This is an optimization exercise on Yosys and OpenROAD, whose aim is small area, a short achievable clock period and few clock cycles, not a production implementation.
RTL that was checked went through simulation tests only; none was proved equivalent to the original.
No activity file was given, so power comes from the tool's default toggle rates.

## the baseline
Design mult_div_unit, start of the top module:
module mult_div_unit #(
  parameter int DATA_W    = mult_div_unit_pkg::MD_DATA_W,
  parameter int DIV_STEPS = mult_div_unit_pkg::MD_DIV_STEPS
) (
  input  logic              clk,
  input  logic              rst,
  input  logic              flush,
  input  logic              en,
  input  logic [5:0]        funct,
  input  logic [DATA_W-1:0] operand_1,
  input  logic [DATA_W-1:0] operand_2,
  output logic              busy,
  output logic [DATA_W-1:0] hi,
  output logic [DATA_W-1:0] lo,
  output logic              done
);
  mult_div_unit_pkg::md_state_e state;
  logic        last_q;       
  logic [4:0]  cnt_q;        
  logic [5:0]  sel_q;        
  logic        neg_a_q;      
  logic        neg_b_q;
  logic        div_zero_q;
  logic        swap_q;       
  logic [5:0]  clz_a_q;      
  logic [5:0]  clz_b_q;
  logic        corr_a_q;
  logic        corr_b_q;
  logic [31:0] hi_q;
  logic [31:0] lo_q;
  logic [32:0] a_q;          
  logic [63:0] acc_q;        
  logic        start, is_mul, is_signed;
  logic [32:0] op1_x, op2_x;
  logic        op2_zero;
  logic [31:0] dsgn;
  logic [4:0]  k1, k2, k_init;
  logic [4:0]  win1, win2, win_init;
  logic [5:0]  sel_init;
  logic        swap;
  logic [32:0] mplier;
  logic [36:0] e_in;
  logic [31:0] y1, y2;
  logic [5:0]  clz_y1, clz_y2;
  logic        corr1, corr2;
  function automatic logic [9:0] md_chunks(input logic [32:0] x);
    logic [31:0] d;
    logic [8:1]  f;
    logic [36:0] e;
    logic [4:0]  k;
    logic [4:0]  w;
    d = x[31:0] ^ {32{x[32]}};
  ...
For scale: roughly 3300 cells after synthesis, about 190 flip-flops, roughly 25000 um2 of cells after synthesis.
clock: 10.0 ns
lec_check: 0
cap_margin: 20
core_margin: 2
core_utilization: 40
slew_margin: 20
standard.sh (not shown) runs the stock make flow with config.mk's settings and CLKGATE_MAP_FILE= SYNTH_SCRIPT=/design/flow/synth_recipe.tcl, a recipe that flattens the netlist after the stock synthesis.
==> flow/flow/run.sh <==
#!/bin/bash
# Standard synthesis, then the standard layout with faster port buffers and a tighter
# timing-repair target aimed at the worst paths.
set -euo pipefail
bash standard.sh synth > synth.log 2>&1
bash standard.sh SETUP_SLACK_MARGIN=5.4 TNS_END_PERCENT=10 "BUFFER_PORTS_ARGS=-buffer_cell sky130_fd_sc_hd__buf_2" finish > layout.log 2>&1
The following lists how the candidate was set up differently from the baseline:
--- a/flow/design.v
+++ b/flow/design.v
@@ -151,54 +151,53 @@
   logic [31:0] lo_q;
   logic [32:0] a_q;          
   logic [63:0] acc_q;        
   logic        start, is_mul, is_signed;
   logic [32:0] op1_x, op2_x;
   logic        op2_zero;
-  logic [31:0] dsgn;
   logic [4:0]  k1, k2, k_init;
   logic [4:0]  win1, win2, win_init;
-  logic [5:0]  sel_init;
+  logic [8:1]  f1, f2;
   logic        swap;
   logic [32:0] mplier;
   logic [36:0] e_in;
+  logic [5:0]  sel_init;
   logic [31:0] y1, y2;
   logic [5:0]  clz_y1, clz_y2;
   logic        corr1, corr2;
-  function automatic logic [9:0] md_chunks(input logic [32:0] x);
+  function automatic logic [17:0] md_chunks(input logic [32:0] x);
     logic [31:0] d;
     logic [8:1]  f;
     logic [36:0] e;
     logic [4:0]  k;
     logic [4:0]  w;
     d = x[31:0] ^ {32{x[32]}};
     for (int i = 1; i <= 8; i++) f[i] = (d >> (4*i-1)) == 32'd0;
     e = {{3{x[32]}}, x, 1'b0};
     k = 5'd8;
     w = e[36:32];
     for (int i = 8; i >= 1; i--) if (f[i]) k = 5'(i - 1);
     for (int j = 0; j < 8; j++) if (f[j+1] && (j == 0 || !f[j])) w = e[4*j +: 5];
-    md_chunks = {k, w};
+    md_chunks = {f, k, w};
   endfunction
   always_comb begin
     start     = en && !flush && (state == mult_div_unit_pkg::MD_IDLE) && mult_div_unit_pkg::md_is_long_op(funct);
     is_mul    = !funct[1];
     is_signed = !funct[0];
     op1_x     = {is_signed & operand_1[31], operand_1};
     op2_x     = {is_signed & operand_2[31], operand_2};
     op2_zero  = (operand_2 == 32'd0);
-    dsgn      = operand_2 ^ {32{op2_x[32]}};
-    {k1, win1} = md_chunks(op1_x);
-    {k2, win2} = md_chunks(op2_x);
-    swap      = k1 < k2;
+    {f1, k1, win1} = md_chunks(op1_x);
+    {f2, k2, win2} = md_chunks(op2_x);
+    swap      = is_mul && ((f1[3] && !f2[3]) || (f1[5] && !f2[5]));
     k_init    = swap ? k1 : k2;
     win_init  = swap ? win1 : win2;
     mplier    = swap_q ? op1_x : op2_x;
     e_in      = {{3{mplier[32]}}, mplier, 1'b0};
     y1        = operand_1 ^ {32{op1_x[32]}};
-    y2        = dsgn;
+    y2        = operand_2 ^ {32{op2_x[32]}};
     corr1     = op1_x[32] && (((y1 >> 1) & ~y1) == 32'd0);
     corr2     = op2_x[32] && (((y2 >> 1) & ~y2) == 32'd0);
   end
   mult_div_unit_booth_dec u_dec_i0 (.w(win_init[2:0]), .sel(sel_init[2:0]));
   mult_div_unit_booth_dec u_dec_i1 (.w(win_init[4:2]), .sel(sel_init[5:3]));
   mult_div_unit_lzc u_lzc_1 (.x(y1), .n(clz_y1));
@@ -282,13 +281,13 @@
       endcase
     end
   end
   always_ff @(posedge clk) begin
     case (state)
       mult_div_unit_pkg::MD_IDLE: begin
-        a_q        <= (is_mul && swap) ? op2_x : op1_x;
+        a_q        <= swap ? op2_x : op1_x;
         swap_q     <= swap;
         acc_q      <= {is_mul ? 32'd0 : operand_2, 32'd0};
         cnt_q      <= k_init;
         sel_q      <= sel_init;
         neg_a_q    <= op1_x[32];
         neg_b_q    <= op2_x[32];
## What came out
- The met1 track demand over resource in global routing in the candidate sits 2.5 points below the value recorded for the baseline.
- The cell count after placement was comparable across the baseline and the candidate.
- Startpoint of the worst setup timing path: operand_2[14] -> the baseline, sel_q[1]$_DFFE_PP_ -> the candidate
- Diff the baseline -> the candidate: total power moved down; instance count on the critical path moved up; share of synthesized area spent on multiplexers moved down.
Testbench counts of the candidate, summed over its fixed seeds: cycles 31,046.
The RTL of the baseline was laid out without a check of its function.

## port drivers added, routing unchanged
The results above use ideal ports. As a check the final layouts listed here were re-extracted and re-timed, cells and wires unchanged.
Step 1, drivers: a clkbuf_16 drives clk and a buf_2 each remaining input, both assumed.
Step 2, shift: input delay + t, output delay - t, t = (earliest + latest rising clock arrival at the registers) / 2. This alone moves slack from input paths to output paths.
a / b / c = ideal ports / drivers / drivers and shift; a / b = the first two.
run | t (ns) | setup WS [ns] | hold slack, ns | latest minus earliest clock arrival (ns)
the baseline | 0.599 | 4.868 / 4.902 / 4.312 | 0.455 / 0.455 / 0.455 | 0.016 / 0.017
the candidate | 0.591 | 5.075 / 5.075 / 4.655 | 0.456 / 0.456 / 0.456 | 0.030 / 0.030
After both steps every run listed still meets setup and hold. For the baseline, which loses most, drivers alone change the setup slack by +0.034 ns; drivers and shift together by -0.556 ns.
